Source: an optimization exercise on an open RTL-to-GDS flow (aim: small area). Production flows keep margins and buffers that such runs may drop. Where RTL was checked, it was by simulation tests only, not by an equivalence proof against the original. The RTL of runs 1 to 3 was laid out without a check of its function. Power is estimated from default activity; no workload was simulated.

==> flow/design.v <==
module rf_riscv_mp #(
    parameter  int unsigned XLEN   = 32,
    parameter  int unsigned DEPTH  = 32,
    parameter  int unsigned NRD    = 4,
    parameter  int unsigned BYPASS = 1,
    localparam int unsigned AW     = $clog2(DEPTH)
) (
    input  logic                  clk_i,
    input  logic                  rst_i,
    output logic                  ready_o,
    input  logic [NRD*AW-1:0]     read_addr_i,
    output logic [NRD*XLEN-1:0]   read_data_o,
    input  logic                  we0_i,
    input  logic [AW-1:0]         wa0_i,
    input  logic [XLEN-1:0]       wd0_i,
    input  logic                  we1_i,
    input  logic [AW-1:0]         wa1_i,
    input  logic [XLEN-1:0]       wd1_i,
    output logic                  wr_conflict_o
);
    localparam logic [4:0] LFSR_INIT = 5'b00001;
    function automatic logic [4:0] lfsr_step(input logic [4:0] s);
        lfsr_step = {s[3:0], s[4] ^ s[2]};
    endfunction
    function automatic logic [4:0] lfsr_last();
        logic [4:0] s;
        s = LFSR_INIT;
        for (int i = 0; i < 30; i++) s = lfsr_step(s);
        lfsr_last = s;
    endfunction
    localparam logic [4:0] LFSR_LAST = lfsr_last();
    logic       run_q;
    logic [4:0] lfsr_q;
    logic       conflict_q;
    logic       wr0_en_c, wr1_en_c;
    always_ff @(posedge clk_i) begin
        if (rst_i) begin
            run_q      <= 1'b0;
            lfsr_q     <= LFSR_INIT;
            conflict_q <= 1'b0;
        end else begin
            lfsr_q     <= lfsr_step(lfsr_q);
            if (lfsr_q == LFSR_LAST) run_q <= 1'b1;
            conflict_q <= wr0_en_c && wr1_en_c && (wa0_i == wa1_i);
        end
    end
    assign wr0_en_c = run_q && we0_i && (wa0_i != '0);
    assign wr1_en_c = run_q && we1_i && (wa1_i != '0);
    logic [XLEN-1:0] mem_q [1:DEPTH-1];
    for (genvar r = 1; r < DEPTH; r++) begin : g_reg
        logic s1, s0, hold;
        assign s1   = !rst_i && wr1_en_c && (wa1_i == AW'(r));
        assign s0   = !rst_i && wr0_en_c && (wa0_i == AW'(r)) && !s1;
        assign hold = rst_i || (run_q && !s1 && !s0);
        logic [XLEN-1:0] mem_d;
        for (genvar b = 0; b < XLEN; b++) begin : g_bit
            rf_sel3 u_wr (
                .s0_i(s1), .d0_i(wd1_i[b]), .s1_i(s0), .d1_i(wd0_i[b]), .s2_i(hold), .d2_i(mem_q[r][b]),
                .y_o(mem_d[b])
            );
        end
        always_ff @(posedge clk_i) begin
            mem_q[r] <= mem_d;
        end
    end
    for (genvar k = 0; k < NRD; k++) begin : g_rd
        logic [AW-1:0]    raddr;
        logic             f1, f0;
        logic [DEPTH-1:1] rsel;
        logic [XLEN-1:0]  rdata;
        assign raddr = read_addr_i[k*AW +: AW];
        logic             hit1, hit0, nofwd;
        logic [7:0]       pre_hi;
        logic [3:0]       pre_lo;
        assign hit1  = (BYPASS != 0) && wr1_en_c && (wa1_i == raddr);
        assign hit0  = (BYPASS != 0) && wr0_en_c && (wa0_i == raddr);
        assign f1    = hit1;
        assign f0    = hit0 && !hit1;
        assign nofwd = run_q && !hit1 && !hit0;
        for (genvar i = 0; i < 8; i++) begin : g_hi
            assign pre_hi[i] = nofwd && (raddr[4:2] == 3'(i));
        end
        for (genvar j = 0; j < 4; j++) begin : g_lo
            assign pre_lo[j] = (raddr[1:0] == 2'(j));
        end
        for (genvar r = 1; r < DEPTH; r++) begin : g_sel
            assign rsel[r] = pre_hi[r/4] && pre_lo[r%4];
        end
        logic [32:0]     src_sel;
        logic [XLEN-1:0] src_dat [33];
        assign src_sel[0] = f1;
        assign src_dat[0] = wd1_i;
        assign src_sel[1] = f0;
        assign src_dat[1] = wd0_i;
        for (genvar r = 1; r < DEPTH; r++) begin : g_src
            assign src_sel[r+1] = rsel[r];
            assign src_dat[r+1] = mem_q[r];
        end
        for (genvar b = 0; b < XLEN; b++) begin : g_bit
            logic [10:0] grp_n;
            for (genvar g = 0; g < 11; g++) begin : g_grp
                rf_aoi3 u_aoi (
                    .s0_i(src_sel[3*g]),   .d0_i(src_dat[3*g][b]),
                    .s1_i(src_sel[3*g+1]), .d1_i(src_dat[3*g+1][b]),
                    .s2_i(src_sel[3*g+2]), .d2_i(src_dat[3*g+2][b]),
                    .y_n_o(grp_n[g])
                );
            end
            rf_nand11 u_or (.a_i(grp_n), .y_o(rdata[b]));
        end
        assign read_data_o[k*XLEN +: XLEN] = rdata;
    end
    assign ready_o       = run_q;
    assign wr_conflict_o = conflict_q;
endmodule
module rf_sel3 (
    input  logic s0_i, d0_i, s1_i, d1_i, s2_i, d2_i,
    output logic y_o
);
    assign y_o = (s0_i & d0_i) | (s1_i & d1_i) | (s2_i & d2_i);
endmodule
module rf_aoi3 (
    input  logic s0_i, d0_i, s1_i, d1_i, s2_i, d2_i,
    output logic y_n_o
);
    assign y_n_o = ~((s0_i & d0_i) | (s1_i & d1_i) | (s2_i & d2_i));
endmodule
module rf_nand11 (
    input  logic [10:0] a_i,
    output logic        y_o
);
    assign y_o = ~&a_i;
endmodule
==> flow/run.sh <==
#!/bin/bash
# synth_recipe.tcl (not shown) runs the flow's synth.tcl, then flattens the netlist and writes it again
# the make line also repeats each setting of config.mk as NAME=value (left out here)
make -C /OpenROAD-flow-scripts/flow DESIGN_CONFIG=/design/flow/config.mk WORK_HOME=/design/flow/orfs CLKGATE_MAP_FILE= SYNTH_SCRIPT=/design/flow/synth_recipe.tcl finish
==> flow/config.mk <==
export PLATFORM = sky130hd
export DESIGN_NAME = rf_riscv_mp
export DESIGN_NICKNAME = rf_riscv_mp
export VERILOG_FILES = /design/flow/design.v
export SDC_FILE = /design/flow/constraint.sdc
export NUM_CORES = 4
export LEC_CHECK = 0
export CAP_MARGIN = 20
export CORE_MARGIN = 2
export CORE_UTILIZATION = 65
export SETUP_SLACK_MARGIN = 0.2
export SLEW_MARGIN = 20
export SYNTH_HIERARCHICAL = 1
export SYNTH_MINIMUM_KEEP_SIZE = 0
==> flow/constraint.sdc <==
create_clock -name core_clock -period 6.0 [get_ports {clk_i}]
set_input_delay 1.2000 -clock core_clock [delete_from_list [all_inputs] [get_ports {clk_i}]]
set_output_delay 1.2000 -clock core_clock [all_outputs]
set_load 0.01 [all_outputs]
==> flow_summary_export.csv, run 1 <==
group,metric,value,unit
run_status,outcome,"stopped before the end",
run_status,stop_stage,"global routing (5_1_grt)",
run_status,error,"[ERROR GRT-0116] Global routing finished with congestion. Check the congestion regions in the DRC Viewer.",
grt,grt_use_total,104,%
clocking,cts_hold_buf,0,
synthesis,synth_edf_count,0,
synthesis,syn_avg_cell_area,9.97,sq um
grt,gr-total-overflow,5583,
clocking,cts_buffer_depth,3,
synthesis,netlist_instances,5446,
synthesis,yosys_warnings,17,
floorplan,die_x,293,um
placement,place_worst_setup_slack,-0.625,ns
grt,grt_pass1_wl,671,mm
placement,gp_congestion,1.37,
grt,grt_pass1_vias,93800,
floorplan,rows,106,
clocking,htree_levels,3,
grt,grt_max_degree,42,
synthesis,synth.cell_area,54300,sq um
synthesis,ys.flop_type,"dfxtp_1",
synthesis,yosysUniqueCellTypes,39,
clocking,cts_root_buffer,"clkbuf_16",
clocking,clkSinkCount,999,
synthesis,yosysSeqAreaShare,36.8,%
floorplan,io-pin-count,228,
placement,dpl.hpwl,242,mm
placement,portBuffers,227,
floorplan,die_h,293,um
floorplan,start_util,65.3,%
clocking,cts_buffers,101,
synthesis,syn_nets,5544,
synthesis,async_reset_ff_share,0,%
synthesis,ys_ff_latch,999,
## synth_stat cells (2+ instances only)
cell      number  share of area, %
a21o_1         2             0.028
a222oi_1    2400                44
a31o_2        30              0.48
and2_1         2             0.023
and3_1         3             0.035
buf_1         10             0.069
buf_2         19              0.18
buf_6         14              0.29
clkbuf_1      31              0.21
dfxtp_1      999                37
inv_1       1022               7.1
nand2_1       73              0.50
nand2b_1      13              0.15
nand3_1      150               1.4
nand3b_1      12              0.17
nand4_1      259               3.0
nor2_1        42              0.29
nor2b_1       12              0.14
nor3_1        11              0.10
nor3b_1        2             0.028
nor4_1        93               1.1
nor4_2        39              0.90
nor4_4         4              0.16
o41ai_2        3             0.090
or2_2          5             0.058
or3_1        133               1.5
or3b_2         7              0.11
xnor2_1       34              0.55
xor2_1        12              0.19
## Yosys stat by module, one instance, submodules excluded
module	copies in the design	flip-flops and latches	area, sq um
rf_nand11	128	0	23.8
rf_aoi3	1408	0	10.0
rf_sel3	992	0	13.8
rf_riscv_mp	1	999	23500
## logic make-up after synthesis
family                 Yosys count  share of synthesized area, %
flip-flops                     999                          36.8
buffers and inverters         1097                          7.82
AO/OA/AOI/OAI                 2440                          44.9
AND/OR/NAND/NOR                864                          9.70
XOR/XNOR                        46                         0.742
## power groups by stage
stage	sequential (mW)	clock, mW	combinational, mW
2_1_floorplan	6.79	0	0.228
3_3_place_gp	6.79	0	0.900
3_5_place_dp	6.79	0	0.922
4_1_cts	6.64	6.80	0.962
## metal layers
layer,overflow,track usage (%)
met5,75,88.7
met4,1342,109
met3,620,96.0
met2,2833,115
met1,713,98.3
## through the flow
step | std cells | instance area [sq um] | util [%]
after floorplan | 5446 | 54900 | -
after global placement | 7545 | 68600 | 82.5
after detailed placement | 7571 | 69000 | 82.9
after CTS | 7995 | 75500 | 90.8
## what timing repair did
action,4_1_cts
resized for setup,356
setup endpoints to repair,128
gates cloned,12
setup buffers,222
pin swaps,325
## worst min-delay path by stage
stage	from	slack [ns]	cells after the start	endpoint
floorplan	lfsr_q[0]	0.44	1	lfsr_q[1]
global placement	lfsr_q[0]	0.44	1	lfsr_q[1]
detailed placement	lfsr_q[0]	0.45	1	lfsr_q[1]
CTS	lfsr_q[0]	0.46	1	lfsr_q[1]
==> run 2: changes to the inputs <==
--- a/flow/config.mk
+++ b/flow/config.mk
@@ -7,7 +7,8 @@
 export LEC_CHECK = 0
 export CAP_MARGIN = 20
 export CORE_MARGIN = 2
-export CORE_UTILIZATION = 65
+export CORE_UTILIZATION = 50
+export GPL_TIMING_DRIVEN = 0
 export SETUP_SLACK_MARGIN = 0.2
 export SLEW_MARGIN = 20
 export SYNTH_HIERARCHICAL = 1
==> run 2 against run 1 <==
Effect of this change: the run again fails in global routing (5_1_grt); synthesized cell count did not move; area after synthesis did not move.
==> flow_summary_export.csv, run 2 <==
group,metric,value,unit
placement,gp_congestion,1.04,
placement,place_worst_setup_slack,-1.89,ns
floorplan,start_util,50.6,%
grt,gr-total-overflow,850,
synthesis,syn_avg_cell_area,9.97,sq um
clocking,htree_levels,3,
run_status,stop_stage,"global routing (5_1_grt)",
synthesis,yosysUniqueCellTypes,39,
grt,grt_pass1_vias,85500,
grt,grt_max_degree,36,
clocking,cts_hold_buf,0,
synthesis,synth_area_leaders,"a222oi_1, dfxtp_1, inv_1",
synthesis,yosysMostFrequentCell,"a222oi_1",
synthesis,synth_top_cell_area_share,44.2,%
floorplan,die_h,334,um
clocking,cts_buffers,110,
placement,portBuffers,207,
synthesis,ys.flop_type,"dfxtp_1",
synthesis,synth.cell_area,54300,sq um
clocking,clkSinkCount,999,
placement,dpl.hpwl,281,mm
clocking,cts_buffer_depth,3,
synthesis,ys_ff_latch,999,
synthesis,netlist_instances,5446,
synthesis,syn_nets,5544,
floorplan,rows,120,
run_status,error,"[ERROR GRT-0116] Global routing finished with congestion. Check the congestion regions in the DRC Viewer.",
run_status,outcome,"stopped before the end",
floorplan,die_x,334,um
synthesis,yosysSeqAreaShare,36.8,%
synthesis,ys_top_cells_by_count,"a222oi_1, inv_1, dfxtp_1",
synthesis,async_reset_ff_share,0,%
grt,grt_pass1_wl,699,mm
clocking,cts_root_buffer,"clkbuf_16",
synthesis,yosys_warnings,17,
floorplan,io-pin-count,228,
placement,dp_cells,7725,
synthesis,yosys.area.top_type,"a222oi_1",
synthesis,synth_edf_count,0,
grt,grt_use_total,85.0,%
==> run 2: cell counts after synthesis <==
Identical to the previous run, type by type.
==> run 2: worst max-delay path by stage <==
stage,startpoint,endpoint,slack (ns),cells after the start
after floorplan,wa1_i[0],read_data_o[32],0.32,9
after global placement,wa1_i[4],mem_q[30][19],-7.21,8
after CTS,wa1_i[3],read_data_o[18],0.16,16
after detailed placement,wa1_i[2],read_data_o[119],-1.89,13
==> run 2: logic make-up after synthesis <==
group / synth area share [%]
AO/OA/AOI/OAI: 44.9
buffers and inverters: 7.82
flip-flops: 36.8
AND/OR/NAND/NOR: 9.70
XOR/XNOR: 0.742
==> run 2: metrics by stage <==
stage	power (mW)	instance area (sq um)
2_1_floorplan	7.01	54900
3_3_place_gp	7.55	58700
3_5_place_dp	7.67	68100
4_1_cts	15.1	75100
==> run 2: power groups by stage <==
stage                     sequential [mW]  combinational, mW  clock (mW)
after CTS                            6.64              0.913        7.52
after detailed placement             6.79              0.883           0
after global placement               6.79              0.768           0
after floorplan                      6.79              0.228           0
==> run 2: Yosys stat by module, one instance, submodules excluded <==
module       flops+latches  cells  area (sq um)
rf_aoi3                  0      1          10.0
rf_nand11                0      4          23.8
rf_riscv_mp            999   1542         23500
rf_sel3                  0      2          13.8
==> run 2: what timing repair did <==
item | CTS
pin swaps | 396
cloned | 10
endpoints found under the setup margin | 128
setup buffers | 214
gates resized for setup | 505
==> run 2: per-layer routing <==
layer  GRT overflow  GRT usage, %
met5             14          52.3
met4            349          82.5
met3             52          76.5
met2            383          95.2
met1             52          85.6
==> run 3: changes to the inputs <==
==> flow/config.mk (replaced) <==
export PLATFORM = sky130hd
export DESIGN_NAME = rf_riscv_mp
export DESIGN_NICKNAME = rf_riscv_mp
export VERILOG_FILES = /design/flow/design.v
export SDC_FILE = /design/flow/constraint.sdc
export NUM_CORES = 4
export LEC_CHECK = 0
export CAP_MARGIN = 5
export CORE_MARGIN = 2
export CORE_UTILIZATION = 50
export GPL_TIMING_DRIVEN = 0
export SETUP_SLACK_MARGIN = 0.05
export SLEW_MARGIN = 5
export SYNTH_HIERARCHICAL = 1
export SYNTH_MINIMUM_KEEP_SIZE = 0
==> run 3 against run 2 <==
Effect of this change: the run again fails in global routing (5_1_grt); area after synthesis stayed put; synthesized cell count stayed put.
==> flow_summary_export.csv, run 3 <==
group,metric,value,unit
clocking,cts_buffer_depth,3,
floorplan,die_x,334,um
synthesis,synth_edf_count,0,
synthesis,yosys_warnings,17,
clocking,cts_hold_buf,0,
synthesis,synth_area_leaders,"a222oi_1, dfxtp_1, inv_1",
clocking,htree_levels,3,
run_status,stop_stage,"global routing (5_1_grt)",
synthesis,syn_nets,5544,
synthesis,yosysMostFrequentCell,"a222oi_1",
grt,grt_pass1_vias,83400,
synthesis,syn_avg_cell_area,9.97,sq um
clocking,clkSinkCount,999,
run_status,outcome,"stopped before the end",
placement,portBuffers,207,
placement,gp_congestion,1.04,
placement,dpl.hpwl,271,mm
synthesis,yosysSeqAreaShare,36.8,%
grt,gr-total-overflow,445,
floorplan,die_h,334,um
synthesis,yosys.area.top_type,"a222oi_1",
floorplan,io-pin-count,228,
clocking,cts_buffers,111,
floorplan,rows,120,
synthesis,ys.flop_type,"dfxtp_1",
synthesis,synth.cell_area,54300,sq um
clocking,cts_root_buffer,"clkbuf_16",
synthesis,netlist_instances,5446,
synthesis,ys_top_cells_by_count,"a222oi_1, inv_1, dfxtp_1",
placement,place_worst_setup_slack,-1.68,ns
synthesis,synth_top_cell_area_share,44.2,%
floorplan,start_util,50.6,%
grt,grt_max_degree,36,
synthesis,async_reset_ff_share,0,%
grt,grt_use_total,82.0,%
synthesis,ys_ff_latch,999,
synthesis,yosysUniqueCellTypes,39,
grt,grt_pass1_wl,672,mm
run_status,error,"[ERROR GRT-0116] Global routing finished with congestion. Check the congestion regions in the DRC Viewer.",
[run 3: cell counts after synthesis]
Identical to the previous run, type by type.
[run 3: power by group through the flow]
stage	logic (mW)	clock network, mW	registers [mW]
floorplan	0.228	0	6.79
global placement	0.768	0	6.79
detailed placement	0.802	0	6.79
CTS	0.820	7.38	6.64
[run 3: how the worst min path moves through the flow]
stage / to / slack, ns / depth (start not counted)
after CTS: lfsr_q[2] / 0.48 / 1
after detailed placement: lfsr_q[2] / 0.46 / 1
after global placement: lfsr_q[1] / 0.45 / 1
after floorplan: lfsr_q[1] / 0.44 / 1
[run 3: kinds of logic after synthesis]
| family | synth area share (%) |
|---|---|
| simple gates | 9.70 |
| buf+inv | 7.82 |
| flops | 36.8 |
| compound gates | 44.9 |
| xor+xnor | 0.742 |
[run 3: stage by stage]
step           setup TNS [ns]  instance area [sq um]  std cells  hold WS (ns)
2_1_floorplan               0                  54900       5446         0.439
3_3_place_gp         -2341.83                  58700       7056         0.449
3_5_place_dp          -175.57                  66800       7574         0.464
4_1_cts                     0                  73500       7991         0.479
[run 3: modules after synthesis, one instance, submodules excluded]
module / cells inside / area [sq um] / times used / flops+latches
rf_riscv_mp: 1542 / 23500 / 1 / 999
rf_sel3: 2 / 13.8 / 992 / 0
rf_aoi3: 1 / 10.0 / 1408 / 0
rf_nand11: 4 / 23.8 / 128 / 0
[run 3: repair_timing]
| item | CTS |
|---|---|
| buffers inserted | 209 |
| resized for setup | 356 |
| pin swaps | 344 |
| cloned | 7 |
| endpoints found under the hold margin | 0 |
| endpoints found under the setup margin | 128 |
[run 3: layer usage]
layer / overflow / track usage, %
met5: 3 / 44.2
met4: 196 / 77.6
met3: 27 / 72.5
met2: 190 / 93.2
met1: 29 / 83.6
==> run 4: changes to the inputs <==
--- a/flow/design.v
+++ b/flow/design.v
@@ -64,49 +64,16 @@
         end
     end
     for (genvar k = 0; k < NRD; k++) begin : g_rd
-        logic [AW-1:0]    raddr;
-        logic             f1, f0;
-        logic [DEPTH-1:1] rsel;
-        logic [XLEN-1:0]  rdata;
+        logic [AW-1:0]   raddr;
+        logic [XLEN-1:0] rdata;
         assign raddr = read_addr_i[k*AW +: AW];
-        logic             hit1, hit0, nofwd;
-        logic [7:0]       pre_hi;
-        logic [3:0]       pre_lo;
-        assign hit1  = (BYPASS != 0) && wr1_en_c && (wa1_i == raddr);
-        assign hit0  = (BYPASS != 0) && wr0_en_c && (wa0_i == raddr);
-        assign f1    = hit1;
-        assign f0    = hit0 && !hit1;
-        assign nofwd = run_q && !hit1 && !hit0;
-        for (genvar i = 0; i < 8; i++) begin : g_hi
-            assign pre_hi[i] = nofwd && (raddr[4:2] == 3'(i));
-        end
-        for (genvar j = 0; j < 4; j++) begin : g_lo
-            assign pre_lo[j] = (raddr[1:0] == 2'(j));
-        end
-        for (genvar r = 1; r < DEPTH; r++) begin : g_sel
-            assign rsel[r] = pre_hi[r/4] && pre_lo[r%4];
-        end
-        logic [32:0]     src_sel;
-        logic [XLEN-1:0] src_dat [33];
-        assign src_sel[0] = f1;
-        assign src_dat[0] = wd1_i;
-        assign src_sel[1] = f0;
-        assign src_dat[1] = wd0_i;
-        for (genvar r = 1; r < DEPTH; r++) begin : g_src
-            assign src_sel[r+1] = rsel[r];
-            assign src_dat[r+1] = mem_q[r];
-        end
-        for (genvar b = 0; b < XLEN; b++) begin : g_bit
-            logic [10:0] grp_n;
-            for (genvar g = 0; g < 11; g++) begin : g_grp
-                rf_aoi3 u_aoi (
-                    .s0_i(src_sel[3*g]),   .d0_i(src_dat[3*g][b]),
-                    .s1_i(src_sel[3*g+1]), .d1_i(src_dat[3*g+1][b]),
-                    .s2_i(src_sel[3*g+2]), .d2_i(src_dat[3*g+2][b]),
-                    .y_n_o(grp_n[g])
-                );
+        always_comb begin
+            rdata = (raddr == '0) ? '0 : mem_q[raddr];
+            if (BYPASS != 0) begin
+                if (wr0_en_c && (wa0_i == raddr)) rdata = wd0_i;
+                if (wr1_en_c && (wa1_i == raddr)) rdata = wd1_i;
             end
-            rf_nand11 u_or (.a_i(grp_n), .y_o(rdata[b]));
+            if (!run_q || (raddr == '0)) rdata = '0;
         end
         assign read_data_o[k*XLEN +: XLEN] = rdata;
     end
@@ -119,15 +86,3 @@
 );
     assign y_o = (s0_i & d0_i) | (s1_i & d1_i) | (s2_i & d2_i);
 endmodule
-module rf_aoi3 (
-    input  logic s0_i, d0_i, s1_i, d1_i, s2_i, d2_i,
-    output logic y_n_o
-);
-    assign y_n_o = ~((s0_i & d0_i) | (s1_i & d1_i) | (s2_i & d2_i));
-endmodule
-module rf_nand11 (
-    input  logic [10:0] a_i,
-    output logic        y_o
-);
-    assign y_o = ~&a_i;
-endmodule
==> flow/config.mk (replaced) <==
export PLATFORM = sky130hd
export DESIGN_NAME = rf_riscv_mp
export DESIGN_NICKNAME = rf_riscv_mp
export VERILOG_FILES = /design/flow/design.v
export SDC_FILE = /design/flow/constraint.sdc
export NUM_CORES = 4
export LEC_CHECK = 0
export CAP_MARGIN = 20
export CORE_MARGIN = 2
export CORE_UTILIZATION = 40
export SETUP_SLACK_MARGIN = 0.2
export SLEW_MARGIN = 20
export SYNTH_HIERARCHICAL = 1
export SYNTH_MINIMUM_KEEP_SIZE = 0
==> run 4 against run 3 <==
Effect of this change: the run again fails in global routing (5_1_grt); synthesized cell count up 36%; area after synthesis up 15%.
==> flow_summary_export.csv, run 4 <==
group,metric,value,unit
run_status,outcome,"stopped before the end",
run_status,stop_stage,"global routing (5_1_grt)",
run_status,error,"[ERROR GRT-0116] Global routing finished with congestion. Check the congestion regions in the DRC Viewer.",
synthesis,ys.flop_type,"dfxtp_1",
grt,grt_use_total,91.8,%
grt,grt_max_degree,54,
floorplan,die_x,399,um
clocking,cts_buffer_depth,3,
synthesis,synth-simple-area-share,11.0,%
grt,grt_pass1_wl,1030,mm
synthesis,synth_compound_area_share,45.8,%
floorplan,die_h,399,um
placement,place_area,75800,sq um
synthesis,yosys.area.top_type,"dfxtp_1",
synthesis,synth_top_family_by_area,"compound AO/OA/AOI/OAI gates",
placement,dpl.hpwl,446,mm
synthesis,synth_top_cell_area_share,32.0,%
placement,gp_congestion,1.28,
synthesis,yosysSeqAreaShare,32.0,%
placement,place_worst_setup_slack,0.00417,ns
synthesis,syn_avg_cell_area,8.46,sq um
placement,portBuffers,227,
synthesis,netlist_instances,7391,
grt,grt_pass1_vias,104000,
synthesis,yosys_warnings,41,
floorplan,io-pin-count,228,
clocking,cts_buffers,117,
synthesis,syn_nets,7489,
synthesis,yosysUniqueCellTypes,79,
clocking,htree_levels,3,
synthesis,synth_edf_count,0,
floorplan,rows,145,
clocking,clkSinkCount,999,
synthesis,async_reset_ff_share,0,%
placement,dp_cells,10000,
synthesis,synth-xor-area-share,0.644,%
synthesis,synth_mux_area_share,0.683,%
synthesis,yosysMostFrequentCell,"inv_1",
synthesis,synth_area_leaders,"dfxtp_1, a222oi_1, a22oi_1",
synthesis,ys_ff_latch,999,
synthesis,ys_top_cells_by_count,"inv_1, a222oi_1, dfxtp_1",
grt,gr-total-overflow,1141,
synthesis,synthAdderAreaFrac,0,%
floorplan,start_util,40.2,%
synthesis,synth.cell_area,62500,sq um
clocking,cts_root_buffer,"clkbuf_16",
run 4: changes by cell type after synthesis, sizes merged, moves of 266 or more:
cell	delta
a21oi	+302
a221oi	+460
a222oi	-1399
a22o	+470
a22oi	+830
buf	+266
run 4: metrics by stage:
stage | hold slack [ns] | setup TNS [ns]
after floorplan | 0.438 | 0
after global placement | 0.452 | -0.00807
after detailed placement | 0.459 | 0
after CTS | 0.472 | 0
run 4: routing by layer:
metal	GRT overflow	track usage [%]
met4	329	87.1
met1	172	93.1
met3	225	87.9
met5	49	75.6
met2	366	97.0
run 4: Yosys stat by module (local to each module, per instance):
module	flip-flops and latches	times used	area, sq um	cells inside
rf_sel3	0	992	13.8	2
rf_riscv_mp	999	1	48900	5407
run 4: repair_timing:
| action | CTS |
|---|---|
| resized for setup | 7 |
| hold buffers | 0 |
| setup endpoints to repair | 9 |
| pin swaps | 2 |
| setup buffers | 2 |
run 4: how the worst max path moves through the flow:
stage | to | slack (ns) | startpoint | cells past startpoint
CTS | read_data_o[62] | 0.08 | wa0_i[0] | 11
detailed placement | read_data_o[62] | 0.004 | wa0_i[1] | 11
floorplan | mem_q[14][0] | 1.32 | we1_i | 8
global placement | read_data_o[62] | -0.008 | wa0_i[1] | 11
run 4: cells by family after synthesis:
kind of cell / after synthesis
simple gates: 1331
compound gates: 3422
buf+inv: 1554
xor+xnor: 46
mux: 39
flops: 999
run 4: power groups by stage:
stage               Combinational [mW]  Clock, mW  Sequential [mW]
global placement                  2.03          0             6.79
CTS                               2.04       7.76             6.64
floorplan                        0.466          0             6.79
detailed placement                2.04          0             6.79
